Context: an optimization exercise on an open-source flow, tuned for small area, a short achievable clock period and few clock cycles. The choices shown serve that exercise and are no tape-out recipe. The RTL was checked by simulation tests, not by an equivalence proof against the original design.

<file path="flow/run.sh">
#!/bin/bash
# synth_recipe.tcl (not shown) runs the flow's synth.tcl, then flattens the netlist and writes it again
# the make line also repeats each setting of config.mk as NAME=value (left out here)
make -C /OpenROAD-flow-scripts/flow DESIGN_CONFIG=/design/flow/config.mk WORK_HOME=/design/flow/orfs CLKGATE_MAP_FILE= SYNTH_SCRIPT=/design/flow/synth_recipe.tcl finish
</file>
<file path="flow/config.mk">
export PLATFORM = sky130hd
export DESIGN_NAME = mm2s_cmd_gen
export DESIGN_NICKNAME = mm2s_cmd_gen
export VERILOG_FILES = /design/flow/design.v
export SDC_FILE = /design/flow/constraint.sdc
export NUM_CORES = 4
export LEC_CHECK = 0
export CAP_MARGIN = 20
export CORE_MARGIN = 2
export CORE_UTILIZATION = 40
export SLEW_MARGIN = 20
</file>
<file path="flow/constraint.sdc">
create_clock -name core_clock -period 11.0 [get_ports {clk}]
set_input_delay 2.2000 -clock core_clock [delete_from_list [all_inputs] [get_ports {clk}]]
set_output_delay 2.2000 -clock core_clock [all_outputs]
set_load 0.01 [all_outputs]
</file>
<file path="flow/design.v">
package agna_mm2s_pkg;
  localparam int INSTR_VAR_BIT = 63;
  localparam int PTYPE_LSB     = 60;
  localparam int P_IH_LSB      = 47;    
  localparam int P_IW_LSB      = 38;    
  localparam int P_C_LSB       = 18;    
  localparam int P_IWIH_LSB    = 32;    
  localparam int P_EOM_BIT     = 58;
  localparam int V_EOL_BIT     = 60;
  localparam int V_STC_LSB     = 48;    
  localparam int V_STH_LSB     = 29;    
  localparam int V_STW_LSB     = 20;    
  localparam logic [2:0] PT_TILE  = 3'b000;
  localparam logic [2:0] PT_LAYER = 3'b001;
  localparam logic [2:0] PT_IWIH  = 3'b011;
  localparam logic [2:0] PT_BADDR = 3'b111;
  localparam int CMD_BTT_W     = 23;
  localparam int CMD_TYPE_BIT  = 23;
  localparam int CMD_EOF_BIT   = 30;
  localparam int CMD_SADDR_LSB = 32;
  localparam int CMD_TAG_LSB   = 72;
  localparam logic [3:0] TAG_EOM  = 4'b1111;
  localparam logic [3:0] TAG_LAST = 4'b1100;
  localparam logic [3:0] TAG_NONE = 4'b0000;
  localparam logic [1:0] MODE_ROW   = 2'b00;
  localparam logic [1:0] MODE_CHAN  = 2'b01;
  localparam logic [1:0] MODE_WHOLE = 2'b11;
  localparam logic [2:0] S_IDLE = 3'd0;
  localparam logic [2:0] S_C0   = 3'd1;
  localparam logic [2:0] S_C1   = 3'd2;
  localparam logic [2:0] S_C2   = 3'd3;
  localparam logic [2:0] S_GEN  = 3'd4;
endpackage
import agna_mm2s_pkg::*;
module mm2s_tile_geom
(
  input  logic        clk,
  input  logic        c0_en,
  input  logic        c1_en,
  input  logic [8:0]  tile_ih,
  input  logic [8:0]  tile_iw,
  input  logic [9:0]  tile_c,
  input  logic [8:0]  layer_ih,
  input  logic [8:0]  layer_iw,
  input  logic [15:0] layer_c,
  input  logic [17:0] layer_iwih,
  input  logic [31:0] fin_baddr,
  input  logic [8:0]  st_h,
  input  logic [8:0]  st_w,
  input  logic [9:0]  st_c,
  output logic [31:0] base,
  output logic [1:0]  mode,
  output logic [22:0] btt,
  output logic        empty,
  output logic [15:0] r_h,
  output logic [15:0] r_c
);
  logic [15:0] s_w_q, s_w_d, s_h_q, s_h_d, s_c_q, s_c_d;
  logic [15:0] r_w_q, r_w_d, r_h_q, r_h_d, r_c_q, r_c_d;
  logic        empty_q, empty_d;
  logic        w_full;
  function automatic logic [15:0] clip(input logic [15:0] s, input logic [15:0] t,
                                       input logic [15:0] l);
    if (({1'b0, s} + {1'b0, t}) > {1'b0, l}) clip = l - s;
    else clip = t;
  endfunction
  always_comb begin
    s_w_d   = s_w_q;
    s_h_d   = s_h_q;
    s_c_d   = s_c_q;
    r_w_d   = r_w_q;
    r_h_d   = r_h_q;
    r_c_d   = r_c_q;
    empty_d = empty_q;
    if (c0_en) begin
      s_w_d = 16'(tile_iw) * 16'(st_w);
      s_h_d = 16'(tile_ih) * 16'(st_h);
      s_c_d = 16'(tile_c) * 16'(st_c);
    end
    if (c1_en) begin
      r_w_d   = clip(s_w_q, 16'(tile_iw), 16'(layer_iw));
      r_h_d   = clip(s_h_q, 16'(tile_ih), 16'(layer_ih));
      r_c_d   = clip(s_c_q, 16'(tile_c), layer_c);
      empty_d = (s_w_q >= 16'(layer_iw)) || (s_h_q >= 16'(layer_ih)) || (s_c_q >= layer_c);
    end
  end
  always_ff @(posedge clk) begin
    s_w_q   <= s_w_d;
    s_h_q   <= s_h_d;
    s_c_q   <= s_c_d;
    r_w_q   <= r_w_d;
    r_h_q   <= r_h_d;
    r_c_q   <= r_c_d;
    empty_q <= empty_d;
  end
  always_comb begin
    base   = fin_baddr + 32'(s_w_q) + 32'(s_h_q) * 32'(layer_iw)
           + 32'(s_c_q) * 32'(layer_iwih);
    w_full = (s_w_q == '0) && (r_w_q == 16'(layer_iw));
    if (w_full && (s_h_q == '0) && (r_h_q == 16'(layer_ih))) begin
      mode = MODE_WHOLE;
      btt  = 23'(32'(layer_iwih) * 32'(r_c_q));
    end else if (w_full) begin
      mode = MODE_CHAN;
      btt  = 23'(32'(layer_iw) * 32'(r_h_q));
    end else begin
      mode = MODE_ROW;
      btt  = 23'(r_w_q);
    end
  end
  assign empty = empty_q;
  assign r_h   = r_h_q;
  assign r_c   = r_c_q;
endmodule
import agna_mm2s_pkg::*;
module mm2s_cmd_gen
#(
  parameter int CORE_INSTR_WIDTH = 64,
  parameter int CORE_CMD_WIDTH   = 80
) (
  input  logic                        clk,
  input  logic                        rst_n,
  input  logic [CORE_INSTR_WIDTH-1:0] s_axis_mm2s_instr_tdata,
  input  logic                        s_axis_mm2s_instr_tvalid,
  output logic                        s_axis_mm2s_instr_tready,
  output logic [CORE_CMD_WIDTH-1:0]   m_axis_mm2s_cmd_tdata,
  output logic                        m_axis_mm2s_cmd_tvalid,
  input  logic                        m_axis_mm2s_cmd_tready
);
  logic [2:0]  state_q, state_d;
  logic [8:0]  tile_ih_q, tile_ih_d, tile_iw_q, tile_iw_d;
  logic [9:0]  tile_c_q, tile_c_d;
  logic [8:0]  layer_ih_q, layer_ih_d, layer_iw_q, layer_iw_d;
  logic [15:0] layer_c_q, layer_c_d;
  logic [17:0] layer_iwih_q, layer_iwih_d;
  logic [31:0] fin_baddr_q, fin_baddr_d;
  logic        eom_q, eom_d, eol_q, eol_d;
  logic [8:0]  st_h_q, st_h_d, st_w_q, st_w_d;
  logic [9:0]  st_c_q, st_c_d;
  logic [31:0] addr_q, addr_d, chan_base_q, chan_base_d;
  logic [15:0] c_idx_q, c_idx_d, h_idx_q, h_idx_d;
  logic [1:0]  mode_q, mode_d;
  logic [22:0] btt_q, btt_d;
  logic [31:0] g_base;
  logic [1:0]  g_mode;
  logic [22:0] g_btt;
  logic        g_empty;
  logic [15:0] g_r_h, g_r_c;
  logic        instr_hs, last_cmd;
  logic [3:0]  tag;
  logic        unused_instr_bit;
  function automatic logic [79:0] pack_cmd(input logic [22:0] btt, input logic [31:0] saddr,
                                           input logic [3:0] tag);
    logic [79:0] c;
    c = '0;
    c[CMD_BTT_W-1:0]         = btt;
    c[CMD_TYPE_BIT]          = 1'b1;    
    c[CMD_EOF_BIT]           = 1'b1;
    c[CMD_SADDR_LSB +: 32]   = saddr;
    c[CMD_TAG_LSB +: 4]      = tag;
    pack_cmd = c;
  endfunction
  wire [63:0] instr = s_axis_mm2s_instr_tdata;
  assign unused_instr_bit = instr[59];
  assign s_axis_mm2s_instr_tready = (state_q == S_IDLE);
  assign instr_hs = s_axis_mm2s_instr_tvalid && s_axis_mm2s_instr_tready;
  mm2s_tile_geom u_geom (
    .clk        (clk),
    .c0_en      (state_q == S_C0),
    .c1_en      (state_q == S_C1),
    .tile_ih    (tile_ih_q),
    .tile_iw    (tile_iw_q),
    .tile_c     (tile_c_q),
    .layer_ih   (layer_ih_q),
    .layer_iw   (layer_iw_q),
    .layer_c    (layer_c_q),
    .layer_iwih (layer_iwih_q),
    .fin_baddr  (fin_baddr_q),
    .st_h       (st_h_q),
    .st_w       (st_w_q),
    .st_c       (st_c_q),
    .base       (g_base),
    .mode       (g_mode),
    .btt        (g_btt),
    .empty      (g_empty),
    .r_h        (g_r_h),
    .r_c        (g_r_c)
  );
  always_comb begin
    tile_ih_d    = tile_ih_q;
    tile_iw_d    = tile_iw_q;
    tile_c_d     = tile_c_q;
    layer_ih_d   = layer_ih_q;
    layer_iw_d   = layer_iw_q;
    layer_c_d    = layer_c_q;
    layer_iwih_d = layer_iwih_q;
    fin_baddr_d  = fin_baddr_q;
    eom_d        = eom_q;
    eol_d        = eol_q;
    st_h_d       = st_h_q;
    st_w_d       = st_w_q;
    st_c_d       = st_c_q;
    if (instr_hs && instr[INSTR_VAR_BIT]) begin
      eol_d  = instr[V_EOL_BIT];
      st_c_d = instr[V_STC_LSB +: 10];
      st_h_d = instr[V_STH_LSB +: 9];
      st_w_d = instr[V_STW_LSB +: 9];
    end else if (instr_hs) begin
      case (instr[PTYPE_LSB +: 3])
        PT_TILE: begin
          tile_ih_d = instr[P_IH_LSB +: 9];
          tile_iw_d = instr[P_IW_LSB +: 9];
          tile_c_d  = instr[P_C_LSB +: 10];
        end
        PT_LAYER: begin
          layer_ih_d = instr[P_IH_LSB +: 9];
          layer_iw_d = instr[P_IW_LSB +: 9];
          layer_c_d  = instr[P_C_LSB +: 16];
        end
        PT_IWIH:  layer_iwih_d = instr[P_IWIH_LSB +: 18];
        PT_BADDR: begin
          eom_d       = instr[P_EOM_BIT];
          fin_baddr_d = instr[31:0];
        end
        default: ;
      endcase
    end
  end
  assign last_cmd = (mode_q == MODE_WHOLE) ||
                    ((c_idx_q == g_r_c - 16'd1) &&
                     ((mode_q == MODE_CHAN) || (h_idx_q == g_r_h - 16'd1)));
  always_comb begin
    state_d     = state_q;
    addr_d      = addr_q;
    chan_base_d = chan_base_q;
    c_idx_d     = c_idx_q;
    h_idx_d     = h_idx_q;
    mode_d      = mode_q;
    btt_d       = btt_q;
    case (state_q)
      S_IDLE: if (instr_hs && instr[INSTR_VAR_BIT]) state_d = S_C0;
      S_C0:   state_d = S_C1;
      S_C1:   state_d = S_C2;
      S_C2: begin
        if (g_empty) begin
          state_d = S_IDLE;
        end else begin
          state_d     = S_GEN;
          addr_d      = g_base;
          chan_base_d = g_base;
          c_idx_d     = '0;
          h_idx_d     = '0;
          mode_d      = g_mode;
          btt_d       = g_btt;
        end
      end
      S_GEN: begin
        if (m_axis_mm2s_cmd_tready) begin
          if (last_cmd) begin
            state_d = S_IDLE;
          end else if (mode_q == MODE_CHAN) begin
            c_idx_d = c_idx_q + 16'd1;
            addr_d  = addr_q + 32'(layer_iwih_q);
          end else if (h_idx_q == g_r_h - 16'd1) begin
            h_idx_d     = '0;
            c_idx_d     = c_idx_q + 16'd1;
            chan_base_d = chan_base_q + 32'(layer_iwih_q);
            addr_d      = chan_base_q + 32'(layer_iwih_q);
          end else begin
            h_idx_d = h_idx_q + 16'd1;
            addr_d  = addr_q + 32'(layer_iw_q);
          end
        end
      end
      default: state_d = S_IDLE;
    endcase
  end
  always_ff @(posedge clk) begin
    if (!rst_n) state_q <= S_IDLE;
    else        state_q <= state_d;
    tile_ih_q    <= tile_ih_d;
    tile_iw_q    <= tile_iw_d;
    tile_c_q     <= tile_c_d;
    layer_ih_q   <= layer_ih_d;
    layer_iw_q   <= layer_iw_d;
    layer_c_q    <= layer_c_d;
    layer_iwih_q <= layer_iwih_d;
    fin_baddr_q  <= fin_baddr_d;
    eom_q        <= eom_d;
    eol_q        <= eol_d;
    st_h_q       <= st_h_d;
    st_w_q       <= st_w_d;
    st_c_q       <= st_c_d;
    addr_q       <= addr_d;
    chan_base_q  <= chan_base_d;
    c_idx_q      <= c_idx_d;
    h_idx_q      <= h_idx_d;
    mode_q       <= mode_d;
    btt_q        <= btt_d;
  end
  assign tag = !last_cmd ? TAG_NONE : (eol_q && eom_q) ? TAG_EOM : TAG_LAST;
  assign m_axis_mm2s_cmd_tvalid = (state_q == S_GEN);
  assign m_axis_mm2s_cmd_tdata  = pack_cmd(btt_q, addr_q, tag);
endmodule
</file>
==> run summary <==
- Status: timing/DRC/antenna clean
- Area of the core: 0.138 sq mm
- Hold Fails Final Rpt: 0
- Placement Setup Slack: 0.201 ns
- Main flop type after synthesis: edfxtp_1
- Initial antenna violation count: 8
- Max_cap viols: 0
- Critical path's slowest cell: fa_1
- Syn. warnings: 2
- WP data arrival: 10.87 ns
- R2r setup slk: 0.53 ns
- 1st-iter DRT viols: 3609
- Post-Syn Area: 0.0557 sq mm
- Hold crit path type: register to register
- Die W: 377 microns
- Clock root cell: clkbuf_16
- Worst skew pair latency: 0.66 ns
- CP startpoint: layer_iw_q[3]$_DFFE_PP_
- RD Place Congestion: 0.937
- IO Pins: 150
- Crit path to: chan_base_q[29]$_DFFE_PP_
- Fin crit period: 10.47 ns
- Most frequent cells in the layout: 1100 x inv_1, 837 x nand2_1, 824 x fa_1
- Final period util: 0.952
- Dpl cells: 7803
- Most frequent cell on the critical path: fa_1
- Layout Nets: 7455
- DRC errors left: 0
- Crit path max fanout: 10
- Core Rows: 136
- Clock Sink Count: 363
- Total wire length: 170 mm
- Max-slew headroom: 0.292
- CTS Buf Count: 49
- Hold Buf Count CTS: 0
- Hold_ws: 0.634 ns
- RR Endpoint: chan_base_q[29]$_DFFE_PP_
- Wire per inst: 21.5 microns
- Post-route cell area: 0.0608 sq mm
- Syn-to-layout area delta: 9.14%
- Slew Limit Fails: 0
- Reg2reg path depth: 43
- Worst slew pin tran: 1.06 ns
- DIE AREA: 0.142 sq mm
- Synth Register Bits: 363
- Largest area contributor in the netlist: fa_1
- # setup viols final: 0
- Port buffer count: 127
- Leading cell type in the layout, fill and taps excluded: inv_1
- Die height: 377 microns
- Via count: 42700
- Layout cells sized above 1: 0.0464
- Largest net degree at the start of global routing: 69
- Yosys cell types: 100
- Async S/R FF share, synth: 0
- Vias in the first global route: 44100
- Finished Layout Cells: 7902
- Sequential area share after synthesis: 0.195
- Vias/cell: 5.40
- Mean Syn Cell Area: 9.26 sq um
- Synth top area share: 0.296
- Worst-path clk slew: 0.06 ns
- Synth top area cells: fa_1 30%, edfxtp_1 19%, ha_1 11%, inv_1 7.4%, nand2_1 5.6%
- CTS Buffer Depth: 3
- CP max stage delay: 0.57 ns
- Critical Path Sink Type: register
- TritonRoute pass-1 iters: 5
- EDFF count, synth: 360
- Fin Clk Skew: 0.0250 ns
- Total Routing Usage GR: 0.243
- Fin util: 0.441
- CP Class: register to register
- Initial Util: 0.404
- CTS tree: done
- RR Startpoint: layer_iw_q[3]$_DFFE_PP_
- Post-Syn Instances: 6017
- Hold path depth: 1
- First-pass GRT wire length: 262 mm
- Fmax achieved: 0.0955 GHz
- Filler cell count: 13300
- Worst EP required: 11.40 ns
- Post-DP Area: 0.0591 sq mm
- Post-DP HPWL: 133 mm
- Worst setup slack after layout: 0.530 ns
- Crit path launch type: register
- CTS H-Tree Depth: 2
- Grt ovf: 0
- Antenna-violating nets left: 0
- Setup TNS Final: 0 ns
[registers in the layout, summed over array words and instances, names as in the netlist, 2 cells and up]
signal	count
st_w_q	9
st_c_q	10
addr_q	32
layer_ih_q	9
h_idx_q	16
tile_ih_q	9
fin_baddr_q	32
layer_iwih_q	18
u_geom.r_w_q	16
u_geom.s_h_q	16
tile_c_q	10
chan_base_q	32
layer_c_q	16
mode_q	2
state_q	3
u_geom.s_c_q	16
tile_iw_q	9
btt_q	23
c_idx_q	16
layer_iw_q	9
u_geom.r_c_q	16
u_geom.s_w_q	16
st_h_q	9
u_geom.r_h_q	16
[synthesized netlist by cell type (18+ instances only)]
cell,instances
a211oi_1,32
a21boi_0,23
a21o_1,54
a21oi_1,176
a31oi_1,26
and2_1,342
and3_1,37
buf_1,21
buf_4,26
clkbuf_1,212
edfxtp_1,360
fa_1,824
ha_1,498
inv_1,1102
mux2_2,26
mux2i_1,19
nand2_1,838
nand2b_1,25
nand3_1,72
nand4_1,33
nor2_1,322
nor2b_1,34
nor3_1,72
nor4_1,18
o211ai_1,18
o21a_1,45
o21ai_0,145
o21bai_1,26
or3_1,20
xnor2_1,236
xor2_1,111
[repair_timing]
item / CTS / global route
setup buffers: 0 / 5
hold endpoints to repair: 0 / 0
endpoints found under the setup margin: 0 / 18
resized for setup: 0 / 9
[cell families (layout without fill, tap and decap cells)]
| kind of cell | Yosys count | count (layout) | share of synthesized area |
|---|---|---|---|
| fa+ha+maj | 1322 | 1322 | 0.408 |
| mux | 46 | 46 | 0.00887 |
| xor+xnor | 347 | 347 | 0.0546 |
| other cells | 2 | 26 | 0.000135 |
| buf+inv | 1376 | 1443 | 0.0949 |
| compound gates | 686 | 686 | 0.0806 |
| simple gates | 1875 | 1875 | 0.158 |
| flops | 363 | 363 | 0.195 |
[final cells by class]
cell class,instances,area (sq um),share of cell area
diodes,5,12.5,0.000206
clock buffers,51,1230,0.0203
clock inverters,38,378,0.00622
inverters,1107,4160,0.0684
multi-input cells,4297,39700,0.653
flip-flops and latches,363,10900,0.179
well taps,1794,2240,0.0369
repair buffers,247,2180,0.0359
[worst max-delay path, delay by kind of cell, from the launching register on]
| kind | cells | cell delay, ns |
|---|---|---|
| buffers and inverters | 10 | 1.16 |
| XOR/XNOR | 1 | 0.15 |
| AO/OA/AOI/OAI | 12 | 2.07 |
| adder cells (fa/ha/maj) | 12 | 4.99 |
| AND/OR/NAND/NOR | 8 | 1.45 |
| flip-flops | 1 | 0.36 |
[routing by layer]
metal  GRT usage  routed length (microns)  part of all wire
met1       0.338                    74900              0.44
met2       0.382                    75600              0.44
met3      0.0438                    14300             0.084
met4      0.0762                     5500             0.032
met5           0                        0                 0
[worst min-delay path by stage]
stage / start / end / slack, ns
finish: addr_q[21]$_DFFE_PP_ / addr_q[21]$_DFFE_PP_ / 0.63
global route: state_q[1]$_SDFFE_PN0P_ / state_q[0]$_SDFFE_PN0P_ / 0.67
CTS: addr_q[21]$_DFFE_PP_ / addr_q[21]$_DFFE_PP_ / 0.63
detailed placement: state_q[0]$_SDFFE_PN0P_ / state_q[0]$_SDFFE_PN0P_ / 0.61
global placement: state_q[1]$_SDFFE_PN0P_ / state_q[0]$_SDFFE_PN0P_ / 0.60
floorplan: u_geom.r_w_q[11]$_SDFFCE_PP0P_ / btt_q[11]$_DFFE_PP_ / 0.51
Testbench counts, summed over its fixed seeds: cycles 16,039.

[afterwards: timing with drivers on the ports]
The flow's constraints put no driver on any port. The routed layout listed below was extracted and timed again, unchanged, in two steps.
Step 1 sets driving cells, clkbuf_16 on the clock port and buf_2 on the other inputs (assumed; they add their load-dependent delay and slew).
Step 2 adds t to the input delays and takes it off the output delays; t is the mean of the earliest and latest rising clock arrival at the registers after step 1. Input paths then give back, and output paths get back, about the clock's delay inside the block.
Slacks: ideal / step 1 / step 2; pairs: ideal / step 1.
shift t [ns]: 0.727
setup slack, ns: 0.530 / 0.530 / 0.530
latest minus earliest clock arrival (ns): 0.025 / 0.026
After both steps this run still meets setup and hold. The setup slack of this run moves by 0.000 ns with the drivers and by 0.000 ns with both steps.
